What follows belongs to an exercise in optimizing a design on an open flow for small area; a production flow would make more cautious choices. Function was checked by simulation only, so behaviour that the tests miss may differ from the original. Power and IR drop assume default switching activity.

==> design/flow/design.v <==
package renamePkg;
    localparam int NumWays = 4;          
    localparam int NumSrcs = 2;          
    localparam int NumArchRegs = 32;
    localparam int NumPhysRegs = 128;
    localparam int ArchBits = $clog2(NumArchRegs);
    localparam int PhysBits = $clog2(NumPhysRegs);
endpackage
module renameMapTable (
    input  logic Clk,
    input  logic rst,
    input  logic flush,
    input  logic [renamePkg::NumWays-1:0]                                                dstLive,
    input  logic [renamePkg::NumWays-1:0][renamePkg::ArchBits-1:0]                       dstArch,
    input  logic [renamePkg::NumWays-1:0][renamePkg::PhysBits-1:0]                       dstPhys,
    output logic [renamePkg::NumWays-1:0][renamePkg::NumArchRegs-1:0]                    dstSel,
    output logic [renamePkg::PhysBits-1:0][renamePkg::NumArchRegs-1:0]                   column
);
    localparam int N  = renamePkg::NumArchRegs;
    localparam int W  = renamePkg::NumWays;
    localparam int PB = renamePkg::PhysBits;
    logic [N-1:0][PB-1:0] mapTable;
    logic                 clr;
    logic [W-1:0][N-1:0]  match;     
    assign dstSel = match;
    assign clr = rst || flush;
    for (genvar w = 0; w < W; w++) begin : gWrDec
        renameDecode uDec (
            .arch (dstArch[w]),
            .en   (dstLive[w]),
            .sel  (match[w])
        );
    end
    for (genvar i = 0; i < N; i++) begin : gEntry
        logic [W-1:0] wsel;      
        logic         keep;      
        renameEntrySelect uSel (
            .clr   (clr),
            .match ({match[3][i], match[2][i], match[1][i], match[0][i]}),
            .wsel  (wsel),
            .keep  (keep)
        );
        for (genvar b = 0; b < PB; b++) begin : gBit
            logic d;
            renameEntryBit #(.ResetOne(((i >> b) & 1) == 1)) uNext (
                .clrN (!clr),
                .keep (keep),
                .q    (mapTable[i][b]),
                .sel  (wsel),
                .d    ({dstPhys[3][b], dstPhys[2][b], dstPhys[1][b], dstPhys[0][b]}),
                .next (d)
            );
            always_ff @(posedge Clk) mapTable[i][b] <= d;
            assign column[b][i] = mapTable[i][b];
        end
    end
endmodule
module renameEntrySelect (
    input  logic       clr,
    input  logic [3:0] match,
    output logic [3:0] wsel,
    output logic       keep
);
    assign wsel[3] = match[3];
    assign wsel[2] = match[2] && !match[3];
    assign wsel[1] = match[1] && !match[2] && !match[3];
    assign wsel[0] = match[0] && !match[1] && !match[2] && !match[3];
    assign keep    = !clr && !(|match);
endmodule
module renameEntryBit #(
    parameter bit ResetOne = 1'b0
) (
    input  logic       clrN,
    input  logic       keep,
    input  logic       q,
    input  logic [3:0] sel,
    input  logic [3:0] d,
    output logic       next
);
    logic t;     
    renameAoi3 u (.sel({sel[1:0], keep}), .d({d[1:0], q}), .y(t));
    if (ResetOne) begin : gOne
        assign next = !clrN || !t || (sel[2] && d[2]) || (sel[3] && d[3]);
    end else begin : gZero
        assign next = !t || (sel[2] && d[2]) || (sel[3] && d[3]);
    end
endmodule
module renameDecode (
    input  logic [renamePkg::ArchBits-1:0]    arch,
    input  logic                              en,
    output logic [renamePkg::NumArchRegs-1:0] sel
);
    always_comb begin
        for (int i = 0; i < renamePkg::NumArchRegs; i++) begin
            sel[i] = en && (arch == renamePkg::ArchBits'(i));
        end
    end
endmodule
module renameLookupDecode (
    input  logic [renamePkg::ArchBits-1:0]    arch,
    output logic [renamePkg::NumArchRegs-1:0] sel
);
    always_comb begin
        for (int i = 0; i < renamePkg::NumArchRegs; i++) begin
            sel[i] = (arch == renamePkg::ArchBits'(i));
        end
    end
endmodule
module renameLookupBit #(
    parameter int N = 32,
    parameter int F = 0
) (
    input  logic [N-1:0]           sel,
    input  logic [N-1:0]           d,
    input  logic                   en,
    input  logic [(F>0?F:1)-1:0]   fsel,
    input  logic [(F>0?F:1)-1:0]   fd,
    output logic                   y
);
    localparam int G = N / 3;
    localparam int R = N % 3;
    localparam int K = G + ((R > 0) ? 1 : 0);
    logic [K-1:0] t;     
    for (genvar g = 0; g < G; g++) begin : gAoi3
        renameAoi3 u (.sel(sel[3*g +: 3]), .d(d[3*g +: 3]), .y(t[g]));
    end
    if (R == 2) begin : gAoi2
        renameAoi2 u (.sel(sel[N-2 +: 2]), .d(d[N-2 +: 2]), .y(t[G]));
    end else if (R == 1) begin : gNand
        assign t[G] = !(sel[N-1] && d[N-1]);
    end
    logic fromTable;
    assign fromTable = en && !(&t);
    if (F == 0) begin : gNoFwd
        assign y = fromTable;
    end else begin : gFwd
        logic fwdN;      
        if (F == 3) begin : g3
            renameAoi3 u (.sel(fsel), .d(fd), .y(fwdN));
        end else if (F == 2) begin : g2
            renameAoi2 u (.sel(fsel), .d(fd), .y(fwdN));
        end else begin : g1
            assign fwdN = !(fsel[0] && fd[0]);
        end
        assign y = fromTable || !fwdN;
    end
endmodule
module renameAoi3 (
    input  logic [2:0] sel,
    input  logic [2:0] d,
    output logic       y
);
    assign y = !(|(sel & d));
endmodule
module renameAoi2 (
    input  logic [1:0] sel,
    input  logic [1:0] d,
    output logic       y
);
    assign y = !(|(sel & d));
endmodule
module groupDependency (
    input  logic [renamePkg::NumWays-1:0][renamePkg::NumSrcs-1:0]                        srcValid,
    input  logic [renamePkg::NumWays-1:0][renamePkg::NumSrcs-1:0][renamePkg::ArchBits-1:0] srcArch,
    input  logic [renamePkg::NumWays-1:0]                                                dstValid,
    input  logic [renamePkg::NumWays-1:0][renamePkg::ArchBits-1:0]                       dstArch,
    output logic [renamePkg::NumWays-1:0][renamePkg::NumSrcs-1:0]                        srcFromTable,
    output logic [renamePkg::NumWays-1:0][renamePkg::NumSrcs-1:0][renamePkg::NumWays-1:0] srcFromWay,
    output logic [renamePkg::NumWays-1:0]                                                prevFromTable,
    output logic [renamePkg::NumWays-1:0][renamePkg::NumWays-1:0]                        prevFromWay
);
    function automatic logic [renamePkg::NumWays:0] pick(
        input logic [renamePkg::ArchBits-1:0] arch,
        input int                             way,
        input logic                           v
    );
        logic found;
        pick  = '0;
        found = 1'b0;
        for (int e = renamePkg::NumWays - 1; e >= 0; e--) begin
            if (e < way && !found && dstValid[e] && (dstArch[e] == arch)) begin
                pick[e + 1] = v;
                found       = 1'b1;
            end
        end
        pick[0] = v && !found;
    endfunction
    always_comb begin
        for (int w = 0; w < renamePkg::NumWays; w++) begin
            for (int s = 0; s < renamePkg::NumSrcs; s++) begin
                {srcFromWay[w][s], srcFromTable[w][s]} = pick(srcArch[w][s], w, srcValid[w][s]);
            end
            {prevFromWay[w], prevFromTable[w]} = pick(dstArch[w], w, dstValid[w]);
        end
    end
endmodule
module renameOutputStage (
    input  logic Clk,
    input  logic rst,
    input  logic flush,
    input  logic stall,
    input  logic [renamePkg::NumWays-1:0][renamePkg::NumSrcs-1:0]                        srcValid,
    input  logic [renamePkg::NumWays-1:0]                                                dstValid,
    input  logic [renamePkg::NumWays-1:0][renamePkg::PhysBits-1:0]                       dstPhys,
    input  logic [renamePkg::NumWays-1:0][renamePkg::NumSrcs-1:0][renamePkg::PhysBits-1:0] resolvedSrcPhys,
    input  logic [renamePkg::NumWays-1:0][renamePkg::PhysBits-1:0]                       resolvedPrevPhys,
    output logic [renamePkg::NumWays-1:0][renamePkg::NumSrcs-1:0]                        outSrcValid,
    output logic [renamePkg::NumWays-1:0][renamePkg::NumSrcs-1:0][renamePkg::PhysBits-1:0] outSrcPhys,
    output logic [renamePkg::NumWays-1:0]                                                outDstValid,
    output logic [renamePkg::NumWays-1:0][renamePkg::PhysBits-1:0]                       outDstPhys,
    output logic [renamePkg::NumWays-1:0]                                                prevValid,
    output logic [renamePkg::NumWays-1:0][renamePkg::PhysBits-1:0]                       prevPhys
);
    logic drop;
    assign drop = rst || flush || stall;
    always_ff @(posedge Clk) begin
        outSrcValid <= srcValid & {(renamePkg::NumWays * renamePkg::NumSrcs){!drop}};
        outSrcPhys  <= resolvedSrcPhys;
        outDstValid <= dstValid & {renamePkg::NumWays{!drop}};
        prevValid   <= dstValid & {renamePkg::NumWays{!drop}};
        prevPhys    <= resolvedPrevPhys;
        for (int w = 0; w < renamePkg::NumWays; w++) begin
            outDstPhys[w] <= (dstValid[w] && !drop) ? dstPhys[w] : '0;
        end
    end
endmodule
module renameStage (
    input  logic        Clk,
    input  logic        rst,
    input  logic        flush,
    input  logic        stall,
    input  logic [7:0]  srcValid,
    input  logic [39:0] srcArch,
    input  logic [3:0]  dstValid,
    input  logic [19:0] dstArch,
    input  logic [27:0] dstPhys,
    output logic [7:0]  outSrcValid,
    output logic [55:0] outSrcPhys,
    output logic [3:0]  outDstValid,
    output logic [27:0] outDstPhys,
    output logic [3:0]  prevValid,
    output logic [27:0] prevPhys
);
    localparam int W  = renamePkg::NumWays;
    localparam int S  = renamePkg::NumSrcs;
    localparam int N  = renamePkg::NumArchRegs;
    localparam int AB = renamePkg::ArchBits;
    localparam int PB = renamePkg::PhysBits;
    logic [W-1:0][S-1:0][AB-1:0] srcArchW;
    logic [W-1:0][AB-1:0]        dstArchW;
    logic [W-1:0][PB-1:0]        dstPhysW;
    assign srcArchW = srcArch;
    assign dstArchW = dstArch;
    assign dstPhysW = dstPhys;
    logic             drop;
    logic [W-1:0][S-1:0] srcLive;
    logic [W-1:0]        dstLive;
    assign drop    = rst || flush || stall;
    assign srcLive = srcValid & {(W * S){!drop}};
    assign dstLive = dstValid & {W{!drop}};
    logic [W-1:0][S-1:0]        srcFromTable;
    logic [W-1:0][S-1:0][W-1:0] srcFromWay;
    logic [W-1:0]               prevFromTable;
    logic [W-1:0][W-1:0]        prevFromWay;
    groupDependency uGroupDep (
        .srcValid      (srcLive),
        .srcArch       (srcArchW),
        .dstValid      (dstLive),
        .dstArch       (dstArchW),
        .srcFromTable  (srcFromTable),
        .srcFromWay    (srcFromWay),
        .prevFromTable (prevFromTable),
        .prevFromWay   (prevFromWay)
    );
    logic [PB-1:0][N-1:0] column;
    logic [W-1:0][N-1:0]  prevSel;
    renameMapTable uMapTable (
        .Clk      (Clk),
        .rst      (rst),
        .flush    (flush),
        .dstLive  (dstLive),
        .dstArch  (dstArchW),
        .dstPhys  (dstPhysW),
        .dstSel   (prevSel),
        .column   (column)
    );
    logic [PB-1:0][W-1:0] fwdData;    
    for (genvar b = 0; b < PB; b++) begin : gFwd
        for (genvar e = 0; e < W; e++) begin : gE
            assign fwdData[b][e] = dstPhysW[e][b];
        end
    end
    logic [W-1:0][S-1:0][N-1:0]  srcSel;
    logic [W-1:0][S-1:0][PB-1:0] resolvedSrcPhys;
    logic [W-1:0][PB-1:0]        resolvedPrevPhys;
    for (genvar w = 0; w < W; w++) begin : gWay
        for (genvar s = 0; s < S; s++) begin : gSrc
            renameLookupDecode uDec (
                .arch (srcArchW[w][s]),
                .sel  (srcSel[w][s])
            );
            for (genvar b = 0; b < PB; b++) begin : gBit
                if (w == 0) begin : gNoFwd
                    renameLookupBit #(.N(N), .F(0)) uBit (
                        .sel  (srcSel[w][s]),
                        .d    (column[b]),
                        .en   (srcFromTable[w][s]),
                        .fsel (1'b0),
                        .fd   (1'b0),
                        .y    (resolvedSrcPhys[w][s][b])
                    );
                end else begin : gFwdBit
                    renameLookupBit #(.N(N), .F(w)) uBit (
                        .sel  (srcSel[w][s]),
                        .d    (column[b]),
                        .en   (srcFromTable[w][s]),
                        .fsel (srcFromWay[w][s][w-1:0]),
                        .fd   (fwdData[b][w-1:0]),
                        .y    (resolvedSrcPhys[w][s][b])
                    );
                end
            end
        end
        begin : gPrev
            for (genvar b = 0; b < PB; b++) begin : gBit
                if (w == 0) begin : gNoFwd
                    renameLookupBit #(.N(N), .F(0)) uBit (
                        .sel  (prevSel[w]),
                        .d    (column[b]),
                        .en   (prevFromTable[w]),
                        .fsel (1'b0),
                        .fd   (1'b0),
                        .y    (resolvedPrevPhys[w][b])
                    );
                end else begin : gFwdBit
                    renameLookupBit #(.N(N), .F(w)) uBit (
                        .sel  (prevSel[w]),
                        .d    (column[b]),
                        .en   (prevFromTable[w]),
                        .fsel (prevFromWay[w][w-1:0]),
                        .fd   (fwdData[b][w-1:0]),
                        .y    (resolvedPrevPhys[w][b])
                    );
                end
            end
        end
    end
    renameOutputStage uOutputStage (
        .Clk              (Clk),
        .rst              (rst),
        .flush            (flush),
        .stall            (stall),
        .srcValid         (srcValid),
        .dstValid         (dstValid),
        .dstPhys          (dstPhysW),
        .resolvedSrcPhys  (resolvedSrcPhys),
        .resolvedPrevPhys (resolvedPrevPhys),
        .outSrcValid      (outSrcValid),
        .outSrcPhys       (outSrcPhys),
        .outDstValid      (outDstValid),
        .outDstPhys       (outDstPhys),
        .prevValid        (prevValid),
        .prevPhys         (prevPhys)
    );
endmodule
==> design/flow/run.sh <==
#!/bin/bash
# synth_recipe.tcl (not shown) runs the flow's synth.tcl, then flattens the netlist and writes it again
# the make line also repeats each setting of config.mk as NAME=value (left out here)
make -C /OpenROAD-flow-scripts/flow DESIGN_CONFIG=/design/flow/config.mk WORK_HOME=/design/flow/orfs CLKGATE_MAP_FILE= SYNTH_SCRIPT=/design/flow/synth_recipe.tcl finish
==> design/flow/config.mk <==
export PLATFORM = sky130hd
export DESIGN_NAME = renameStage
export DESIGN_NICKNAME = renameStage
export VERILOG_FILES = /design/flow/design.v
export SDC_FILE = /design/flow/constraint.sdc
export NUM_CORES = 4
export LEC_CHECK = 0
export CAP_MARGIN = 20
export CORE_MARGIN = 2
export CORE_UTILIZATION = 25
export GPL_TIMING_DRIVEN = 0
export MIN_ROUTING_LAYER = met2
export PLACE_DENSITY = 0.4
export SETUP_SLACK_MARGIN = 0.05
export SLEW_MARGIN = 20
export SYNTH_HIERARCHICAL = 1
export SYNTH_MINIMUM_KEEP_SIZE = 0
==> design/flow/constraint.sdc <==
create_clock -name core_clock -period 3.4 [get_ports {Clk}]
set_input_delay 0.6800 -clock core_clock [delete_from_list [all_inputs] [get_ports {Clk}]]
set_output_delay 0.6800 -clock core_clock [all_outputs]
set_load 0.01 [all_outputs]
==> results.cfg, run 1 <==
[grt]
grt_pass1_vias = 72214
grt_util_all_layers_pct = 89.2
globalRoute.totalOverflow = 1312
grt_max_degree = 28
grt_pass1_wl_um = 527000

[clocking]
clk_path_buf_depth = 3
htree_levels = 2
clock-sinks = 348
root_buffer = clkbuf_16
numCtsBuffers = 42

[floorplan]
die_h_um = 353
start_util_pct = 25.1
num_rows = 128
io_pins = 232
die_x_um = 353

[run_status]
outcome = stopped before the end
error = [ERROR GRT-0116] Global routing finished with congestion. Check the congestion regions in the DRC Viewer.
failed_stage = global routing

[logic_synthesis]
yosysWarnings = 11
synth_nets = 3543
synthCells = 3439
syn_area_um2 = 30500
avgSynthCellArea_um2 = 8.86

[placement]
portBuffers = 231
dp_hpwl_um = 226000
gp_congestion = 1.33
place_inst = 5338
[metrics by stage]
step | setup WS [ns] | instance area, µm² | total power [µW] | util, % | setup TNS [ns]
2_1_floorplan | 0.233 | 30500 | 5160 | - | 0
3_3_place_gp | -2.97 | 34800 | 6840 | 28.7 | -680.09
3_5_place_dp | -2.46 | 35700 | 6910 | 29.4 | -558.70
4_1_cts | 0.0249 | 38000 | 11900 | 31.3 | 0
[worst min-delay path by stage]
stage                                         end  cells after the start
after detailed placement   uMapTable.mapTable[85]                      2
after CTS                 uMapTable.mapTable[152]                      3
after floorplan             uMapTable.mapTable[0]                      2
after global placement     uMapTable.mapTable[28]                      2
[power by group through the flow]
stage          clock network [µW]  registers (µW)  logic (µW)
2_1_floorplan                   0            4430         734
3_3_place_gp                    0            4830        2010
3_5_place_dp                    0            4830        2080
4_1_cts                      5030            4740        2130
[timing repair]
action,4_1_cts
gates resized for setup,191
pin swaps,10
endpoints found under the setup margin,294
buffers inserted,23
hold endpoints to repair,0
hold buffers,0
[metal layers]
metal | GRT usage, % | overflow
met3 | 96.8 | 847
met2 | 91.0 | 193
met4 | 74.1 | 107
met1 | - | -
met5 | 84.5 | 165
==> run 2: changes to the inputs <==
--- a/design/flow/config.mk
+++ b/design/flow/config.mk
@@ -7,9 +7,9 @@
 export LEC_CHECK = 0
 export CAP_MARGIN = 20
+export CELL_PAD_IN_SITES_DETAIL_PLACEMENT = 1
 export CORE_MARGIN = 2
-export CORE_UTILIZATION = 25
+export CORE_UTILIZATION = 22
 export GPL_TIMING_DRIVEN = 0
-export MIN_ROUTING_LAYER = met2
-export PLACE_DENSITY = 0.4
+export PLACE_DENSITY = 0.32
 export SETUP_SLACK_MARGIN = 0.05
 export SLEW_MARGIN = 20
==> run 2 against run 1 <==
The layout now fails its checks (setup timing). Synthesized cell count stayed put. Synthesized area stayed put.
==> results.cfg, run 2 <==
[setup_path]
critical_path_class = input pin to register
arrival_ns = 4.04
cp.required_ns = 3.91
startpoint_type = input pin
worstSetupEndpointType = register
path_max_fanout = 10

[routing]
vias = 45994
vias_per_cell = 8.20
drc = 0
ant_nets = 0
dr.pass1.iters = 17
avgRoutedWirePerCell_um = 56.9
first_iter_violations = 15557
wl_um = 319000

[finish]
largest_reg_flops = 224
final_common_cell = a222oi_1
layout_common_cells = 1085 x a222oi_1, 314 x dfxtp_1, 309 x nor2_1
num-fill-cells = 15745
top_regs = uMapTable.mapTable (224), uOutputStage.outSrcPhys (56)
syn_to_final_growth_pct = 26.2
final_nets = 3878
drive_above_1_share_pct = 17.1
instances_no_fill = 5607
largest_register = uMapTable.mapTable

[run_status]
outcome = finished with violations
check.faults = setup timing

[floorplan]
io_pins = 232
die_h_um = 376
dieArea_um2 = 141000
start_util_pct = 22.2
die_x_um = 376
num_rows = 136
core-area_um2 = 137000

[sta]
setup_slack_ns = -0.135
slew_viol_final = 0
setup_violations = 18
fmax_ghz = 0.283
slew-limit-headroom_pct = 8.45
rsz0062_at_grt = true
tightest_slew_ns = 1.37
finalCriticalPeriod_ns = 3.54
clock_skew_ns = 0.0282
finalHoldViolations = 0
fin_crit_sh_pct = 104

[power]
p_clk_share_pct = 42.4
seq_power_share_pct = 38.8
p_comb_share_pct = 18.7
leakagePower_uw = 0.0122
vdd_drop_max_mv = 0.303
power.switching_uw = 4410
power.density_nw_per_um2 = 319
power.internal_uw = 7860
switching_share_pct = 36.0

[logic_synthesis]
avgSynthCellArea_um2 = 8.86
synthCells = 3439
yosysWarnings = 11
synth_nets = 3543
syn_area_um2 = 30500

[clocking]
clk_path_buf_depth = 3
clk_pin_slew_ns = 0.06
clk_latency_ns = 0.66
cts_tree = built
numCtsBuffers = 45
htree_levels = 2
clock-sinks = 348
root_buffer = clkbuf_16

[grt]
grt_pass1_wl_um = 415000
grt_util_all_layers_pct = 42.9
grt_max_degree = 32
grt_pass1_vias = 42363
antenna_found_initial = 11
globalRoute.totalOverflow = 0

[placement]
dp_slack_ns = -2.09
place_inst = 5505
portBuffers = 231
dp_hpwl_um = 221000
gp_congestion = 1.05

[job]
drv_cap = 0

[min_path]
worstHoldPathType = input pin to register
[run 2: critical path: stages]
cell and delay [ns]:
clkdlybuf4s50_1 0.88, or3_1 0.60, nor2_1 0.27, a222oi_1 0.44, nand4_1 0.55, o32a_1 0.61
[run 2: timing repair]
item,in CTS,in global routing
setup endpoints to repair,294,203
pin swaps,11,20
setup buffers,12,10
gates resized for setup,181,121
endpoints found under the hold margin,0,0
hold buffers,0,0
[run 2: stage by stage]
step / total power [µW] / utilization (%) / TNS (ns) / instance area [µm²] / hold WS [ns]
2_1_floorplan: 5160 / - / 0 / 30500 / 0.692
3_3_place_gp: 6800 / 25.5 / -687.78 / 35100 / 1.10
3_5_place_dp: 6890 / 26.1 / -490.97 / 35800 / 1.02
4_1_cts: 12100 / 27.6 / -0.421 / 37900 / 0.424
5_1_grt: 12500 / 27.9 / 0 / 38400 / 0.418
6_report: 12300 / 28.0 / -1.02 / 38400 / 0.425
[run 2: layout make-up]
cell class | instances | area, µm² | share of cell area (%)
plain buffers | 86 | 596 | 1.55
clock buffers | 74 | 1390 | 3.60
diodes | 3 | 7.51 | 0.0195
clock inverters | 9 | 156 | 0.407
repair buffers | 295 | 3210 | 8.36
well taps | 1794 | 2240 | 5.84
flip-flops and latches | 348 | 7010 | 18.2
inverters | 80 | 300 | 0.781
multi-input cells | 2918 | 23500 | 61.2
[run 2: path summary, 6_finish.rpt]
kind / startpoint / to / slack (ns) / cells past startpoint
worst min-delay path: stall / uOutputStage.prevValid[0] / 0.43 / 2
worst max register to register: uMapTable.mapTable[25] / uOutputStage.prevPhys[11] / 0.48 / 4
worst min register to register: uMapTable.mapTable[55] / uMapTable.mapTable[55] / 1.02 / 2
worst max-delay path: srcArch[26] / uOutputStage.outSrcPhys[38] / -0.14 / 6
[run 2: power groups by stage]
| stage | registers [µW] | clock network (µW) | logic [µW] |
|---|---|---|---|
| 2_1_floorplan | 4430 | 0 | 734 |
| 3_3_place_gp | 4780 | 0 | 2020 |
| 3_5_place_dp | 4780 | 0 | 2100 |
| 4_1_cts | 4690 | 5300 | 2140 |
| 5_1_grt | 4700 | 5480 | 2270 |
| 6_report | 4770 | 5210 | 2300 |
[run 2: layer usage]
layer / global-route usage, % / routed length [µm]
met5: 0 / 283
met4: 29.0 / 27000
met3: 16.1 / 45000
met2: 58.2 / 123000
met1: 55.7 / 124000
==> run 3: changes to the inputs <==
--- a/design/flow/design.v
+++ b/design/flow/design.v
@@ -91,8 +91,14 @@
     output logic [renamePkg::NumArchRegs-1:0] sel
 );
-    always_comb begin
-        for (int i = 0; i < renamePkg::NumArchRegs; i++) begin
-            sel[i] = en && (arch == renamePkg::ArchBits'(i));
-        end
+    logic [3:0] loN;
+    logic [7:0] hiN;
+    for (genvar k = 0; k < 4; k++) begin : gLo
+        renameNand2 u (.a(arch[0] == k[0]), .b(arch[1] == k[1]), .y(loN[k]));
+    end
+    for (genvar j = 0; j < 8; j++) begin : gHi
+        renameNand4 u (.a(en), .b(arch[2] == j[0]), .c(arch[3] == j[1]), .d(arch[4] == j[2]), .y(hiN[j]));
+    end
+    for (genvar i = 0; i < renamePkg::NumArchRegs; i++) begin : gOut
+        renameNor2 u (.a(loN[i % 4]), .b(hiN[i / 4]), .y(sel[i]));
     end
 endmodule
@@ -101,8 +107,14 @@
     output logic [renamePkg::NumArchRegs-1:0] sel
 );
-    always_comb begin
-        for (int i = 0; i < renamePkg::NumArchRegs; i++) begin
-            sel[i] = (arch == renamePkg::ArchBits'(i));
-        end
+    logic [3:0] loN;
+    logic [7:0] hiN;
+    for (genvar k = 0; k < 4; k++) begin : gLo
+        renameNand2 u (.a(arch[0] == k[0]), .b(arch[1] == k[1]), .y(loN[k]));
+    end
+    for (genvar j = 0; j < 8; j++) begin : gHi
+        renameNand3 u (.a(arch[2] == j[0]), .b(arch[3] == j[1]), .c(arch[4] == j[2]), .y(hiN[j]));
+    end
+    for (genvar i = 0; i < renamePkg::NumArchRegs; i++) begin : gOut
+        renameNor2 u (.a(loN[i % 4]), .b(hiN[i / 4]), .y(sel[i]));
     end
 endmodule
@@ -120,13 +132,11 @@
     localparam int G = N / 3;
     localparam int R = N % 3;
-    localparam int K = G + ((R > 0) ? 1 : 0);
+    localparam int K = G + R;
     logic [K-1:0] t;     
     for (genvar g = 0; g < G; g++) begin : gAoi3
         renameAoi3 u (.sel(sel[3*g +: 3]), .d(d[3*g +: 3]), .y(t[g]));
     end
-    if (R == 2) begin : gAoi2
-        renameAoi2 u (.sel(sel[N-2 +: 2]), .d(d[N-2 +: 2]), .y(t[G]));
-    end else if (R == 1) begin : gNand
-        assign t[G] = !(sel[N-1] && d[N-1]);
+    for (genvar r = 0; r < R; r++) begin : gNand
+        renameNand2 u (.a(sel[3*G + r]), .b(d[3*G + r]), .y(t[G + r]));
     end
     logic fromTable;
@@ -138,10 +148,12 @@
         if (F == 3) begin : g3
             renameAoi3 u (.sel(fsel), .d(fd), .y(fwdN));
-        end else if (F == 2) begin : g2
-            renameAoi2 u (.sel(fsel), .d(fd), .y(fwdN));
-        end else begin : g1
-            assign fwdN = !(fsel[0] && fd[0]);
+            assign y = fromTable || !fwdN;
+        end else begin : g12
+            logic [F-1:0] fwdTermN;
+            for (genvar f = 0; f < F; f++) begin : gF
+                renameNand2 u (.a(fsel[f]), .b(fd[f]), .y(fwdTermN[f]));
+            end
+            assign y = fromTable || !(&fwdTermN);
         end
-        assign y = fromTable || !fwdN;
     end
 endmodule
@@ -153,10 +165,15 @@
     assign y = !(|(sel & d));
 endmodule
-module renameAoi2 (
-    input  logic [1:0] sel,
-    input  logic [1:0] d,
-    output logic       y
-);
-    assign y = !(|(sel & d));
+module renameNand2 (input logic a, b, output logic y);
+    assign y = !(a && b);
+endmodule
+module renameNand3 (input logic a, b, c, output logic y);
+    assign y = !(a && b && c);
+endmodule
+module renameNand4 (input logic a, b, c, d, output logic y);
+    assign y = !(a && b && c && d);
+endmodule
+module renameNor2 (input logic a, b, output logic y);
+    assign y = !(a || b);
 endmodule
 module groupDependency (
==> design/flow/flow/run.sh (new file) <==
#!/bin/bash
# Layout: the standard flow, with the smallest buffer on the ports and a
# global-routing derating that keeps more of met1 free for pin access.
set -euo pipefail
bash standard.sh \
    BUFFER_PORTS_ARGS="-buffer_cell sky130_fd_sc_hd__buf_1" \
    FASTROUTE_TCL="$PWD/flow/fastroute.tcl" \
    finish > standard_flow.log 2>&1
==> design/flow/flow/fastroute.tcl (new file) <==
# sky130hd's fastroute.tcl, with met1 and met2 derated further so that more
# of the global routes go to met3 and met4 and the pins stay reachable.
set_global_routing_layer_adjustment $::env(MIN_ROUTING_LAYER)-$::env(MAX_ROUTING_LAYER) 0.2
set_global_routing_layer_adjustment met1 0.55
set_global_routing_layer_adjustment met2 0.35

set_routing_layers -clock $::env(MIN_CLK_ROUTING_LAYER)-$::env(MAX_ROUTING_LAYER)
set_routing_layers -signal $::env(MIN_ROUTING_LAYER)-$::env(MAX_ROUTING_LAYER)
==> design/flow/standard.sh (new file) <==
#!/bin/bash
# synth_recipe.tcl (not shown) runs the flow's synth.tcl, then flattens the netlist and writes it again
# the make line also repeats each setting of config.mk as NAME=value (left out here)
make -C /OpenROAD-flow-scripts/flow DESIGN_CONFIG=/design/flow/config.mk WORK_HOME=/design/flow/orfs CLKGATE_MAP_FILE= SYNTH_SCRIPT=/design/flow/synth_recipe.tcl "${@:-finish}"
--- a/design/flow/config.mk
+++ b/design/flow/config.mk
@@ -10,7 +10,8 @@
 export CORE_MARGIN = 2
 export CORE_UTILIZATION = 22
+export CTS_BUF_LIST = sky130_fd_sc_hd__clkbuf_4 sky130_fd_sc_hd__clkbuf_8
 export GPL_TIMING_DRIVEN = 0
 export PLACE_DENSITY = 0.32
-export SETUP_SLACK_MARGIN = 0.05
+export SETUP_SLACK_MARGIN = 0.5
 export SLEW_MARGIN = 20
 export SYNTH_HIERARCHICAL = 1
removed: design/flow/run.sh
==> run 3 against run 2 <==
The run now finishes clean. Hold slack worse by 0.28 ns. Sequential power about the same. Clock power down 1%. Global-route usage up 15 points. Sequential share of layout area up 0.10 points. Setup slack better by 0.41 ns. Power about the same. Core utilization up 0.33 points. Synthesized cell count up 5.0%. Critical path depth up 4. Cell count up 5.8%. Critical endpoint is now uMapTable.mapTable[198]. Highest routed layer unchanged.
==> results.cfg, run 3 <==
[setup_path]
worstSetupEndpointType = register
arrival_ns = 3.77
startpoint_type = input pin
worstPathBufferInverterCount = 3
cp.required_ns = 4.05
path_delay_family = simple AND/OR/NAND/NOR gates
path_max_fanout = 11
critical_path_class = input pin to register
max_stage_delay_ns = 0.87
cp_cell_sequence = buf_16 -> buf_4 -> nor4b_4 -> buf_12 -> nand4_1 -> nor2_2 -> or3_1 -> nor3_2 -> a222oi_1 -> nand3_1
cp_slowest_cell = nor2_2

[finish]
largest_reg_flops = 224
num-fill-cells = 15969
instances_no_fill = 5931
layout_common_cells = 1085 x a222oi_1, 392 x nand2_1, 301 x dfxtp_1
final_nets = 4170
largest_register = uMapTable.mapTable
final_common_cell = a222oi_1
syn_to_final_growth_pct = 27.7
top_regs = uMapTable.mapTable (224), uOutputStage.outSrcPhys (56)
drive_above_1_share_pct = 17.7

[routing]
avgRoutedWirePerCell_um = 56.2
drc = 0
dr.pass1.iters = 12
vias = 46139
wl_um = 333000
first_iter_violations = 8513
ant_nets = 0
vias_per_cell = 7.78

[floorplan]
core-area_um2 = 135000
num_rows = 135
io_pins = 232
start_util_pct = 22.1
die_h_um = 373
die_x_um = 373
dieArea_um2 = 139000

[sta]
setup_violations = 0
fmax_ghz = 0.320
setup_slack_ns = 0.275
finalHoldViolations = 0
slew-limit-headroom_pct = 14.2
finalCriticalPeriod_ns = 3.12
slew_viol_final = 0
whs_ns = 0.147
tightest_slew_ns = 1.28
clock_skew_ns = 0.0731
fin_crit_sh_pct = 91.9
rsz0062_at_grt = true
final.setup.tns_ns = 0

[power]
vdd_drop_max_mv = 0.265
seq_power_share_pct = 39.0
switching_share_pct = 37.6
leakagePower_uw = 0.0127
power.density_nw_per_um2 = 320
power.switching_uw = 4610
p_clk_share_pct = 42.1
power.internal_uw = 7650
p_comb_share_pct = 18.9

[logic_synthesis]
avgSynthCellArea_um2 = 8.31
syn_area_um2 = 30000
synthCells = 3610
synth_nets = 3714
yosysWarnings = 9

[clocking]
numCtsBuffers = 72
root_buffer = clkbuf_8
clk_path_buf_depth = 3
clock-sinks = 348
cts_tree = built
htree_levels = 3
clk_latency_ns = 0.82
clk_pin_slew_ns = 0.06

[grt]
globalRoute.totalOverflow = 0
grt_pass1_wl_um = 436000
antenna_found_initial = 41
grt_util_all_layers_pct = 58.1
grt_max_degree = 26
grt_pass1_vias = 47877

[placement]
portBuffers = 231
gp_congestion = 1.09
dp_hpwl_um = 235000
dp_slack_ns = -1.91
place_inst = 5682

[run_status]
outcome = no timing/DRC/antenna violations

[min_path]
worstHoldPathType = input pin to register

[job]
drv_cap = 0
run 3: cell count changes in the layout (fill, tap and decap cells not counted), sizes merged, moves of 35 or more:
cell / change
buf: +253
o32a: -42
inv: +60
a22oi: -105
clkbuf: +35
nand4: +70
nand2: +225
o41a: +42
clkdlybuf4s50: -181
nand3: +35
run 3: power groups by stage:
stage	sequential (µW)	combinational, µW	clock [µW]
floorplan	4420	710	0
global placement	4800	1910	0
detailed placement	4800	2060	0
CTS	4710	2120	5270
global route	4750	2360	5450
finish	4780	2320	5160
run 3: per-stage QoR:
step	power, µW	instance area [µm²]	utilization (%)
floorplan	5130	30000	-
global placement	6710	33100	24.5
detailed placement	6860	34400	25.4
CTS	12100	37300	27.5
global route	12600	38300	28.3
finish	12300	38300	28.3
run 3: final cells by class:
class                   instances  area [µm²]  area share, %
repair buffers                382        2970           7.76
well taps                    1781        2230           5.82
flip-flops and latches        348        7030           18.3
diodes                         27        67.6          0.176
multi-input cells            3065       23400           61.0
plain buffers                  57         479           1.25
clock inverters                22         218          0.568
clock buffers                 109        1410           3.69
inverters                     140         529           1.38
run 3: routing by layer:
metal  routed length [µm]  vias up  GRT usage [%]
met5                 1670        -           10.7
met4                32200       69           40.9
met3                69500     1276           49.4
met2               122000     4730           71.0
met1               108000    22430           71.7
li1                     -    17634              -
run 3: worst paths after layout:
| path | startpoint | endpoint | slack [ns] | depth (start not counted) |
|---|---|---|---|---|
| max reg2reg | uMapTable.mapTable[6] | uOutputStage.prevPhys[6] | 0.35 | 3 |
| min | srcValid[6] | uOutputStage.outSrcValid[6] | 0.15 | 2 |
| max | rst | uMapTable.mapTable[198] | 0.28 | 10 |
| min reg2reg | uMapTable.mapTable[202] | uMapTable.mapTable[202] | 1.02 | 2 |
run 3: timing repair:
item / 4_1_cts / 5_1_grt
gates cloned: 0 / 1
hold buffers: 0 / 0
pin swaps: 28 / 38
buffers inserted: 46 / 43
gates resized for setup: 243 / 141
setup endpoints to repair: 279 / 255
==> run 4: changes to the inputs <==
--- a/design/flow/config.mk
+++ b/design/flow/config.mk
@@ -13,5 +13,5 @@
 export GPL_TIMING_DRIVEN = 0
 export PLACE_DENSITY = 0.32
-export SETUP_SLACK_MARGIN = 0.5
+export SETUP_SLACK_MARGIN = 0.4
 export SLEW_MARGIN = 20
 export SYNTH_HIERARCHICAL = 1
==> run 4 against run 3 <==
Synthesized area stayed put. Cell count shrank 0.47%. Combinational power decreased by 2%. Clock skew down 0.035 ns. Critical path depth grew 1. Register-to-register slack worse by 0.03 ns. Cell area fell by 1.5%. Synthesized cell count is the same. Via count up 0.45%. Clock-buffer cell count down 4. Sequential share of layout area up 0.27 points. Critical path type unchanged. Largest cell class unchanged. Highest routed layer unchanged.
==> results.cfg, run 4 <==
[logic_synthesis]
avgSynthCellArea_um2 = 8.31
synthCells = 3610
synth_nets = 3714
syn_area_um2 = 30000
yosysWarnings = 9

[grt]
grt_pass1_vias = 48231
globalRoute.totalOverflow = 0
grt_util_all_layers_pct = 57.8
grt_pass1_wl_um = 435000
antenna_found_initial = 38
grt_max_degree = 25

[setup_path]
critical_path_class = input pin to register
reg2reg_depth = 4
cp.required_ns = 4.07
arrival_ns = 3.87
path_max_fanout = 10
r2r-start = uMapTable.mapTable[3]
reg2reg_to = uOutputStage.prevPhys[17]
startpoint_type = input pin
rrSetupSlack_ns = 0.32
worstSetupEndpointType = register

[sta]
fin_crit_sh_pct = 94.1
whs_ns = 0.108
slew-limit-headroom_pct = 11.8
rsz0062_at_grt = true
finalCriticalPeriod_ns = 3.20
setup_violations = 0
clock_skew_ns = 0.0378
tightest_slew_ns = 1.32
finalHoldViolations = 0
final.setup.tns_ns = 0
fmax_ghz = 0.312
slew_viol_final = 0

[min_path]
min_path_cells = 2
worstHoldPathType = input pin to register
min_from = srcValid[4]
hold_path_end = uOutputStage.outSrcValid[4]

[routing]
highest_layer = met5
dr.pass1.iters = 13
avgRoutedWirePerCell_um = 56.2
drc = 0
ant_nets = 0
wl_um = 332000
wl_met3_um = 69500
vias = 46345
vias_per_cell = 7.85
first_iter_violations = 8552
wl_met1_um = 106000
route.met2.wl_um = 119000

[placement]
gp_congestion = 1.07
place_inst = 5683
dp_hpwl_um = 231000
portBuffers = 231

[finish]
drive_above_1_share_pct = 15.9
top_regs = uMapTable.mapTable (224), uOutputStage.outSrcPhys (56)
final_nets = 4155
instances_no_fill = 5903
largest_reg_flops = 224
syn_to_final_growth_pct = 25.8
final_common_cell = a222oi_1
num-fill-cells = 15922
largest_register = uMapTable.mapTable
layout_common_cells = 1085 x a222oi_1, 403 x nand2_1, 315 x nor2_1

[clocking]
clk_pin_slew_ns = 0.06
numCtsBuffers = 68
root_buffer = clkbuf_8
htree_levels = 3
clk_latency_ns = 0.80
clock-sinks = 348
cts_tree = built
cts_hold_buf = 0
clk_path_buf_depth = 3

[floorplan]
num_rows = 135
die_x_um = 373
die_h_um = 373
dieArea_um2 = 139000
start_util_pct = 22.1
io_pins = 232
core-area_um2 = 135000

[run_status]
outcome = no timing/DRC/antenna violations

[power]
power.density_nw_per_um2 = 310
leakagePower_uw = 0.0125
vdd_drop_max_mv = 0.301

[job]
drv_cap = 0
## run 4: critical path, stage by stage
cell and delay, ns:
buf_8 0.16, buf_12 0.14, nor4b_4 0.06, buf_6 0.17
nand4_1 0.13, buf_6 0.17, buf_8 0.16, nor2_4 0.09
a222oi_1 0.50, nand4_1 0.94, o31a_1 0.65
## run 4: per-stage QoR
| step | util [%] | power, µW | area [µm²] | setup slack (ns) |
|---|---|---|---|---|
| after floorplan | - | 5130 | 30000 | 0.490 |
| after global placement | 24.5 | 6700 | 33100 | -3.06 |
| after detailed placement | 25.4 | 6840 | 34400 | -1.97 |
| after CTS | 27.0 | 11500 | 36600 | 0.305 |
| after global routing | 27.8 | 11900 | 37700 | 0.200 |
| final | 27.9 | 11700 | 37700 | 0.199 |
## run 4: routing by layer
layer / GRT usage, % / up-vias
met5: 22.3 / -
met4: 44.3 / 90
met3: 48.9 / 1473
met2: 68.5 / 4900
met1: 69.9 / 22286
li1: - / 17596
## run 4: cell type report
| cell class | count | area (µm²) | share of cell area (%) |
|---|---|---|---|
| diodes | 24 | 60.1 | 0.159 |
| plain buffers | 57 | 479 | 1.27 |
| clock buffers | 105 | 1320 | 3.50 |
| clock inverters | 12 | 97.6 | 0.259 |
| inverters | 140 | 526 | 1.39 |
| multi-input cells | 3065 | 23000 | 61.0 |
| flip-flops and latches | 348 | 7020 | 18.6 |
| well taps | 1781 | 2230 | 5.90 |
| repair buffers | 371 | 2980 | 7.91 |
## run 4: what timing repair did
| action | CTS | global route |
|---|---|---|
| pin swaps | 16 | 39 |
| gates resized for setup | 141 | 146 |
| setup buffers | 38 | 36 |
| setup endpoints to repair | 266 | 255 |
## run 4: how the worst max path moves through the flow
stage,from,end,slack (ns),depth (start not counted)
floorplan,flush,uMapTable.mapTable[116],0.49,8
global placement,flush,uMapTable.mapTable[63],-3.06,8
detailed placement,flush,uOutputStage.prevPhys[20],-1.97,9
CTS,stall,uOutputStage.prevPhys[17],0.31,10
global route,rst,uOutputStage.prevPhys[0],0.20,11
finish,rst,uOutputStage.prevPhys[1],0.20,11
## run 4: power by group
| group | internal (µW) | switching [µW] | total [µW] |
|---|---|---|---|
| Combinational | 566 | 1720 | 2280 |
| Clock | 2470 | 2140 | 4620 |
| Sequential | 4170 | 616 | 4780 |
| Total | 7210 | 4480 | 11700 |

static timing again, ports no longer ideal:
No port has a modelled driver above. Below, the same layouts with a new extraction and two added sets of constraints.
Step 1 sets driving cells, clkbuf_16 on the clock port and buf_2 on the other inputs (assumed; they add their load-dependent delay and slew).
Step 2 adds t to the input delays and takes it off the output delays; t is the mean of the earliest and latest rising clock arrival at the registers after step 1. Input paths then give back, and output paths get back, about the clock's delay inside the block.
Slacks: no drivers / after step 1 / after step 2; pairs: no drivers / after step 1.
run | shift t [ns] | setup slack, ns | hold slack, ns | pins driven straight from the clock port
run 2 | 0.731 | -0.135 / -0.095 / -0.826 | 0.425 / 0.378 / 1.024 | 1
run 3 | 0.863 | 0.275 / 0.292 / -0.570 | 0.147 / 0.097 / 0.960 | 1
run 4 | 0.863 | 0.199 / 0.227 / -0.637 | 0.108 / 0.055 / 0.841 | 1
Met with ideal ports but missed after step 2: setup timing in run 3 and run 4. For run 3, which loses most, drivers alone change the setup slack by +0.017 ns; drivers and shift together by -0.845 ns.
